Source: an optimization exercise on an open RTL-to-GDS flow (aim: small area). Production flows keep margins and buffers that such runs may drop.
Function was checked by simulation only, so behaviour that the tests miss may differ from the original.
No activity file was given, so power comes from the tool's default toggle rates.

Setup of zinc:
==> flow/design.v <==
module regfile_wr_demux32 #(
    parameter int N_BITS   = 32,
    parameter int BYPASS   = 1,
    parameter int ZERO_REG = 1
) (
    input  logic              clk,
    input  logic              rst_n,
    input  logic              wr_en,
    input  logic [4:0]        wr_addr,
    input  logic [N_BITS-1:0] wr_data,
    input  logic [4:0]        rd_addr_a,
    input  logic [4:0]        rd_addr_b,
    output logic [N_BITS-1:0] rd_data_a,
    output logic [N_BITS-1:0] rd_data_b,
    output logic [31:0]       wr_strobe
);
    localparam int FIRST = (ZERO_REG != 0) ? 1 : 0;
    logic [N_BITS-1:0] regs_q [32];
    always_comb begin
        for (int i = 0; i < 32; i++) begin
            wr_strobe[i] = wr_en && (wr_addr == 5'(i));
        end
        if (ZERO_REG != 0) begin
            wr_strobe[0] = 1'b0;
        end
    end
    logic [31:0] row_we, row_hold;
    assign row_we   =  wr_strobe & {32{rst_n}};
    assign row_hold = ~wr_strobe & {32{rst_n}};
    always_ff @(posedge clk) begin
        for (int i = FIRST; i < 32; i++) begin
            regs_q[i] <= ({N_BITS{row_we[i]}} & wr_data)
                       | ({N_BITS{row_hold[i]}} & regs_q[i]);
        end
    end
    logic [31:0] dec_a, dec_b, sel_a, sel_b;
    always_comb begin
        for (int i = 0; i < 32; i++) begin
            dec_a[i] = (rd_addr_a == 5'(i));
            dec_b[i] = (rd_addr_b == 5'(i));
        end
    end
    assign sel_a[0] = (BYPASS != 0) && |(dec_a & wr_strobe);
    assign sel_b[0] = (BYPASS != 0) && |(dec_b & wr_strobe);
    assign sel_a[31:1] = (BYPASS != 0) ? (dec_a[31:1] & ~wr_strobe[31:1]) : dec_a[31:1];
    assign sel_b[31:1] = (BYPASS != 0) ? (dec_b[31:1] & ~wr_strobe[31:1]) : dec_b[31:1];
    for (genvar j = 0; j < N_BITS; j++) begin : g_col
        logic [31:0] col;
        assign col[0] = wr_data[j];
        for (genvar i = 1; i < 32; i++) begin : g_row
            assign col[i] = (i >= FIRST) ? regs_q[i][j] : 1'b0;
        end
        assign rd_data_a[j] = |(sel_a & col);
        assign rd_data_b[j] = |(sel_b & col);
    end
endmodule
export LEC_CHECK = 0
export CAP_MARGIN = 5
export CORE_MARGIN = 2
export CORE_UTILIZATION = 55
export SLEW_MARGIN = 5
create_clock -name core_clock -period 8.0 [get_ports {clk}]
standard.sh (not shown) runs the stock make flow with config.mk's settings and CLKGATE_MAP_FILE= SYNTH_SCRIPT=/design/flow/synth_recipe.tcl, a recipe that flattens the netlist after the stock synthesis.
==> flow/flow/run.sh <==
#!/bin/bash
# Own flow: the standard synthesis fixes the flip-flops (names and cells);
# gen_netlist.py then rewrites the combinational logic by hand, and the
# standard ORFS steps lay the result out, with a leaner clock tree and
# minimum-size port buffers.
set -euo pipefail
R=orfs/results/sky130hd/regfile_wr_demux32/base
bash standard.sh synth > 1_std_synth.log 2>&1
cp $R/1_2_yosys.v std_1_2_yosys.v
python3 flow/gen_netlist.py std_1_2_yosys.v > gen_1_2_yosys.v 2> gen_netlist.log
cp gen_1_2_yosys.v $R/1_2_yosys.v
rm -f $R/1_synth.odb $R/1_synth.sdc
bash standard.sh synth > 1_gen_synth_odb.log 2>&1
bash standard.sh \
  "CTS_ARGS=-sink_clustering_enable -repair_clock_nets -dont_use_dummy_load -buf_list {sky130_fd_sc_hd__clkbuf_4 sky130_fd_sc_hd__clkbuf_8}" \
  "BUFFER_PORTS_ARGS=-buffer_cell sky130_fd_sc_hd__buf_1" \
  finish > 2_standard_finish.log 2>&1
==> flow/flow/gen_netlist.py <==
#!/usr/bin/env python3
"""Hand-mapped gate netlist for regfile_wr_demux32 (sky130hd).

usage: gen_netlist.py STD_NETLIST > NETLIST

STD_NETLIST is the standard synthesis of the RTL; only its flip-flop instances
are taken from it (names and cell type are kept), all combinational logic is
written here:
  storage bit   d = a22o(we[i], wr_data[j], hold[i], q)
  read bit      32-term AND-OR: 10 x a222oi + a22oi, nand4/nand4/nand3, or3
"""
import re
import sys

P = "sky130_fd_sc_hd__"
std = open(sys.argv[1]).read()
ffs = re.findall(r"(sky130_fd_sc_hd__\w+)\s+(\\regs_q\[(\d+)\]\[(\d+)\]\$_DFF_P_)\s*\(", std)
assert len(ffs) == 31 * 32, len(ffs)
ff_cell = {}
for cell, name, i, j in ffs:
    ff_cell[(int(i), int(j))] = (cell, name)
assert set(ff_cell) == {(i, j) for i in range(1, 32) for j in range(32)}

out = []
wires = set()
cnt = [0]


def w(name):
    wires.add(name)
    return name


def g(cell, **pins):
    cnt[0] += 1
    conns = ", ".join(f".{p}({n})" for p, n in pins.items())
    out.append(f"  {P}{cell} g{cnt[0]} ({conns});")


def q(i, j):
    return f"\\regs_q[{i}][{j}] "


# Address literals.
def lits(prefix, bus, nbits):
    for k in range(nbits):
        g("inv_1", A=f"{bus}[{k}]", Y=w(f"{prefix}_n{k}"))


def lit(prefix, bus, k, v):
    return f"{bus}[{k}]" if v else f"{prefix}_n{k}"


lits("wa", "wr_addr", 5)
lits("ra", "rd_addr_a", 5)
lits("rb", "rd_addr_b", 5)
g("inv_1", A="rst_n", Y=w("rst"))

# Write predecode (active low).
for m in range(4):
    g("nand2_1", A=lit("wa", "wr_addr", 0, m & 1), B=lit("wa", "wr_addr", 1, m >> 1 & 1),
      Y=w(f"wlo_n{m}"))
for m in range(8):
    g("nand4_1", A="wr_en", B=lit("wa", "wr_addr", 2, m & 1),
      C=lit("wa", "wr_addr", 3, m >> 1 & 1), D=lit("wa", "wr_addr", 4, m >> 2 & 1),
      Y=w(f"whi_n{m}"))

g("conb_1", LO="wr_strobe[0]", HI=w("unused_hi"))
for i in range(1, 32):
    g("nor2_1", A=f"wlo_n{i & 3}", B=f"whi_n{i >> 2}", Y=f"wr_strobe[{i}]")
    g("nor3_1", A=f"wlo_n{i & 3}", B=f"whi_n{i >> 2}", C="rst", Y=w(f"we{i}"))
    g("nor2_1", A=f"wr_strobe[{i}]", B="rst", Y=w(f"hold{i}"))

# Storage.
for i in range(1, 32):
    for j in range(32):
        cell, name = ff_cell[(i, j)]
        g("a22o_1", A1=f"we{i}", A2=f"wr_data[{j}]", B1=f"hold{i}", B2=q(i, j),
          X=w(f"d_{i}_{j}"))
        out.append(f"  {cell} {name} (.CLK(clk), .D(d_{i}_{j}), .Q({q(i, j)}));")
        wires.add(q(i, j))

# Read ports.
for p, pre, bus in (("a", "ra", "rd_addr_a"), ("b", "rb", "rd_addr_b")):
    for m in range(4):
        g("nand2_1", A=lit(pre, bus, 0, m & 1), B=lit(pre, bus, 1, m >> 1 & 1),
          Y=w(f"{p}lo_n{m}"))
    for m in range(8):
        g("nand3_1", A=lit(pre, bus, 2, m & 1), B=lit(pre, bus, 3, m >> 1 & 1),
          C=lit(pre, bus, 4, m >> 2 & 1), Y=w(f"{p}hi_n{m}"))
    for i in range(1, 32):
        g("nor3_1", A=f"{p}lo_n{i & 3}", B=f"{p}hi_n{i >> 2}", C=f"wr_strobe[{i}]",
          Y=w(f"{p}sel{i}"))
    # Bypass: wr_en & wr_addr == rd_addr & rd_addr != 0.
    for k in range(5):
        g("xnor2_1", A=f"wr_addr[{k}]", B=f"{bus}[{k}]", Y=w(f"{p}eq{k}"))
    g("or2_1", A=f"{p}lo_n0", B=f"{p}hi_n0", X=w(f"{p}nz"))
    g("nand4_1", A=f"{p}eq0", B=f"{p}eq1", C=f"{p}eq2", D=f"{p}eq3", Y=w(f"{p}t1"))
    g("nand3_1", A=f"{p}eq4", B="wr_en", C=f"{p}nz", Y=w(f"{p}t2"))
    g("nor2_1", A=f"{p}t1", B=f"{p}t2", Y=w(f"{p}byp"))
    for j in range(32):
        terms = [(f"{p}sel{i}", q(i, j)) for i in range(1, 32)]
        terms.append((f"{p}byp", f"wr_data[{j}]"))
        ys = []
        k = 0
        while terms:
            y = w(f"{p}y_{j}_{k}")
            if len(terms) >= 3 and len(terms) != 4:
                (a1, a2), (b1, b2), (c1, c2) = terms[:3]
                terms = terms[3:]
                g("a222oi_1", A1=a1, A2=a2, B1=b1, B2=b2, C1=c1, C2=c2, Y=y)
            else:
                (a1, a2), (b1, b2) = terms[:2]
                terms = terms[2:]
                g("a22oi_1", A1=a1, A2=a2, B1=b1, B2=b2, Y=y)
            ys.append(y)
            k += 1
        assert len(ys) == 11
        zs = []
        for n, grp in enumerate((ys[0:4], ys[4:8], ys[8:11])):
            z = w(f"{p}z_{j}_{n}")
            if len(grp) == 4:
                g("nand4_1", A=grp[0], B=grp[1], C=grp[2], D=grp[3], Y=z)
            else:
                g("nand3_1", A=grp[0], B=grp[1], C=grp[2], Y=z)
            zs.append(z)
        g("or3_1", A=zs[0], B=zs[1], C=zs[2], X=f"rd_data_{p}[{j}]")

print("module regfile_wr_demux32 (clk, rst_n, wr_en, wr_addr, wr_data, rd_addr_a, rd_addr_b,")
print("  rd_data_a, rd_data_b, wr_strobe);")
print("  input clk;\n  input rst_n;\n  input wr_en;\n  input [4:0] wr_addr;\n  input [31:0] wr_data;")
print("  input [4:0] rd_addr_a;\n  input [4:0] rd_addr_b;")
print("  output [31:0] rd_data_a;\n  output [31:0] rd_data_b;\n  output [31:0] wr_strobe;")
for x in sorted(wires):
    print(f"  wire {x};")
print("\n".join(out))
print("endmodule")
Input-level comparison between lagoon and zinc:
Settings: CORE_UTILIZATION now 30, was 55; CAP_MARGIN now 20, was 5; SLEW_MARGIN now 20, was 5.
diff --git a/flow/flow/run.sh b/flow/flow/run.sh
--- a/flow/flow/run.sh
+++ b/flow/flow/run.sh
@@ -4,2 +4 @@
-# standard ORFS steps lay the result out, with a leaner clock tree and
-# minimum-size port buffers.
+# standard ORFS steps lay the result out.
@@ -14,4 +13 @@
-bash standard.sh \
-  "CTS_ARGS=-sink_clustering_enable -repair_clock_nets -dont_use_dummy_load -buf_list {sky130_fd_sc_hd__clkbuf_4 sky130_fd_sc_hd__clkbuf_8}" \
-  "BUFFER_PORTS_ARGS=-buffer_cell sky130_fd_sc_hd__buf_1" \
-  finish > 2_standard_finish.log 2>&1
+bash standard.sh > 2_standard_finish.log 2>&1
Results
zinc has a higher non-clock buffer count than lagoon.
Combinational power share was lower in lagoon than in zinc.
lagoon reached the end of the flow, and the finished layout is clean on the timing, DRC and antenna checks.
Area added between synthesis and finish, zinc and lagoon, lower one = zinc.
Power share of the clock group: lagoon vs zinc up 7.7 points
Compared with zinc, in lagoon cell count increased by 782 relative to the old numbers; pin count of the biggest net entering global routing has increased.
What maple does differently from lagoon at the input level:
Settings: SLEW_MARGIN: 20 -> 5; CORE_UTILIZATION: 30 -> 55; CAP_MARGIN: 20 -> 5.
diff --git a/flow/flow/run.sh b/flow/flow/run.sh
--- a/flow/flow/run.sh
+++ b/flow/flow/run.sh
@@ -4 +4,2 @@
-# standard ORFS steps lay the result out.
+# standard ORFS steps lay the result out, with a leaner clock tree and
+# minimum-size port buffers.
@@ -13 +14,4 @@
-bash standard.sh > 2_standard_finish.log 2>&1
+bash standard.sh \
+  "CTS_ARGS=-sink_clustering_enable -repair_clock_nets -dont_use_dummy_load -buf_list {sky130_fd_sc_hd__clkbuf_8 sky130_fd_sc_hd__clkbuf_16} -sink_clustering_size 24 -sink_clustering_max_diameter 80" \
+  "BUFFER_PORTS_ARGS=-buffer_cell sky130_fd_sc_hd__buf_1" \
+  finish > 2_standard_finish.log 2>&1
==> comparison <==
maple finished every step from synthesis to the final layout, and the layout passed the timing, DRC and antenna checks.
Via count ended up 2079 higher on maple than on lagoon.
Summary — sum of routed wire length over all layers, maple relative to lagoon: higher, by about 4.5%.
Relative to lagoon, proportion of power drawn by the clock network decreased by 14 points in maple.
[maple vs lagoon] final cell count: lower in maple
maple: area of the die lower than lagoon
In maple the initial antenna violation count turned out 1 lower than in lagoon.
From lagoon to maple, accumulated negative setup slack did not move at all.
Side by side, cell row count turned out lower in maple than in lagoon.
Number of signal-net buffers in the layout of maple exceeds that of lagoon slightly.
Maximum operating frequency was lower in the run labelled lagoon.
Compare maple and lagoon | area added between synthesis and finish higher: lagoon
Inputs modified between maple and xenon:
Settings: putting GPL_TIMING_DRIVEN at 0 where nothing was set; swapping 5 for 20 in SLEW_MARGIN; swapping 5 for 20 in CAP_MARGIN.
diff --git a/flow/flow/gen_netlist.py b/flow/flow/gen_netlist.py
--- a/flow/flow/gen_netlist.py
+++ b/flow/flow/gen_netlist.py
@@ -10,0 +11 @@
+Row and select nets with 32 loads are each driven by one nor2_4.
@@ -39,0 +41,8 @@
+HALVES = 1
+DRV = "nor2_4"  # driver of a row / select net with 32 loads
+
+
+def half(j):
+    return j * HALVES // 32
+
+
@@ -59 +68 @@
-# Write predecode (active low).
+# Write predecode, both polarities.
@@ -62,0 +72 @@
+    g("inv_1", A=f"wlo_n{m}", Y=w(f"wlo{m}"))
@@ -66,0 +77 @@
+    g("inv_1", A=f"whi_n{m}", Y=w(f"whi{m}"))
@@ -67,0 +79,2 @@
+# Row controls. Each high-fanout row net is driven by one strong gate, so
+# that no buffer tree is needed.
@@ -71,2 +84,4 @@
-    g("nor3_1", A=f"wlo_n{i & 3}", B=f"whi_n{i >> 2}", C="rst", Y=w(f"we{i}"))
-    g("nor2_1", A=f"wr_strobe[{i}]", B="rst", Y=w(f"hold{i}"))
+    g("nand2_1", A=f"wlo{i & 3}", B=f"whi{i >> 2}", Y=w(f"stb_n{i}"))
+    for h in range(HALVES):
+        g(DRV, A=f"stb_n{i}", B="rst", Y=w(f"we{i}_{h}"))
+        g(DRV, A=f"wr_strobe[{i}]", B="rst", Y=w(f"hold{i}_{h}"))
@@ -78 +93,2 @@
-        g("a22o_1", A1=f"we{i}", A2=f"wr_data[{j}]", B1=f"hold{i}", B2=q(i, j),
+        h = half(j)
+        g("a22o_1", A1=f"we{i}_{h}", A2=f"wr_data[{j}]", B1=f"hold{i}_{h}", B2=q(i, j),
@@ -84,0 +101 @@
+    # Predecode (active high) from the complemented literals.
@@ -86,2 +103,2 @@
-        g("nand2_1", A=lit(pre, bus, 0, m & 1), B=lit(pre, bus, 1, m >> 1 & 1),
-          Y=w(f"{p}lo_n{m}"))
+        g("nor2_1", A=lit(pre, bus, 0, 1 - (m & 1)), B=lit(pre, bus, 1, 1 - (m >> 1 & 1)),
+          Y=w(f"{p}lo{m}"))
@@ -89,2 +106,4 @@
-        g("nand3_1", A=lit(pre, bus, 2, m & 1), B=lit(pre, bus, 3, m >> 1 & 1),
-          C=lit(pre, bus, 4, m >> 2 & 1), Y=w(f"{p}hi_n{m}"))
+        g("nor3_1", A=lit(pre, bus, 2, 1 - (m & 1)), B=lit(pre, bus, 3, 1 - (m >> 1 & 1)),
+          C=lit(pre, bus, 4, 1 - (m >> 2 & 1)), Y=w(f"{p}hi{m}"))
+    for i in range(0, 32):
+        g("nand2_1", A=f"{p}lo{i & 3}", B=f"{p}hi{i >> 2}", Y=w(f"{p}dec_n{i}"))
@@ -92,2 +111,2 @@
-        g("nor3_1", A=f"{p}lo_n{i & 3}", B=f"{p}hi_n{i >> 2}", C=f"wr_strobe[{i}]",
-          Y=w(f"{p}sel{i}"))
+        for h in range(HALVES):
+            g(DRV, A=f"{p}dec_n{i}", B=f"wr_strobe[{i}]", Y=w(f"{p}sel{i}_{h}"))
@@ -97 +115,0 @@
-    g("or2_1", A=f"{p}lo_n0", B=f"{p}hi_n0", X=w(f"{p}nz"))
@@ -99 +117 @@
-    g("nand3_1", A=f"{p}eq4", B="wr_en", C=f"{p}nz", Y=w(f"{p}t2"))
+    g("nand3_1", A=f"{p}eq4", B="wr_en", C=f"{p}dec_n0", Y=w(f"{p}t2"))
@@ -102 +120 @@
-        terms = [(f"{p}sel{i}", q(i, j)) for i in range(1, 32)]
+        terms = [(f"{p}sel{i}_{half(j)}", q(i, j)) for i in range(1, 32)]
Notes after the runs:
Comparing worst hold slack for maple and xenon, the bigger number came from maple.
xenon has netlist area before placement above what maple had.
xenon gives less first-pass detailed-route iteration total than maple did.
The timing endpoint of the critical path comes out rd_data_b[4] in one run and rd_data_a[20] in the other, namely in maple and xenon respectively.
Looking at initial core utilization across maple and xenon, the one that comes out higher is xenon.
Summary — relative slew slack, xenon relative to maple: lower, by 13 points.
xenon: combinational share of power lower than maple
Summary: with maple as the reference, non-clock buffer count in xenon moved down by more than a quarter.

afterwards: timing with drivers on the ports:
The flow's constraints put no driver on any port. The routed layouts listed below were extracted and timed again, unchanged, in two steps.
Step 1, drivers: a clkbuf_16 drives clk and a buf_2 each remaining input, both assumed.
Step 2, shift: input delay + t, output delay - t, t = (earliest + latest rising clock arrival at the registers) / 2. This alone moves slack from input paths to output paths.
Slacks: ideal ports / drivers / drivers and shift; pairs: ideal ports / drivers.
run	t (ns)	slack for setup (ns)	worst setup path after step 2	latest minus earliest clock arrival (ns)	cell pins on the clock port's net
zinc	0.877	0.923 / 0.891 / 0.891	input to output	0.093 / 0.093	1
lagoon	0.740	0.575 / 0.551 / 0.551	input to output	0.032 / 0.032	1
maple	0.702	0.925 / 0.898 / 0.898	input to output	0.082 / 0.082	1
xenon	0.693	1.134 / 1.109 / 1.109	input to output	0.082 / 0.082	1
After both steps setup and hold are still met in every run listed. The setup slack of zinc, which loses most, moves by -0.032 ns with the drivers and by -0.032 ns with both steps.
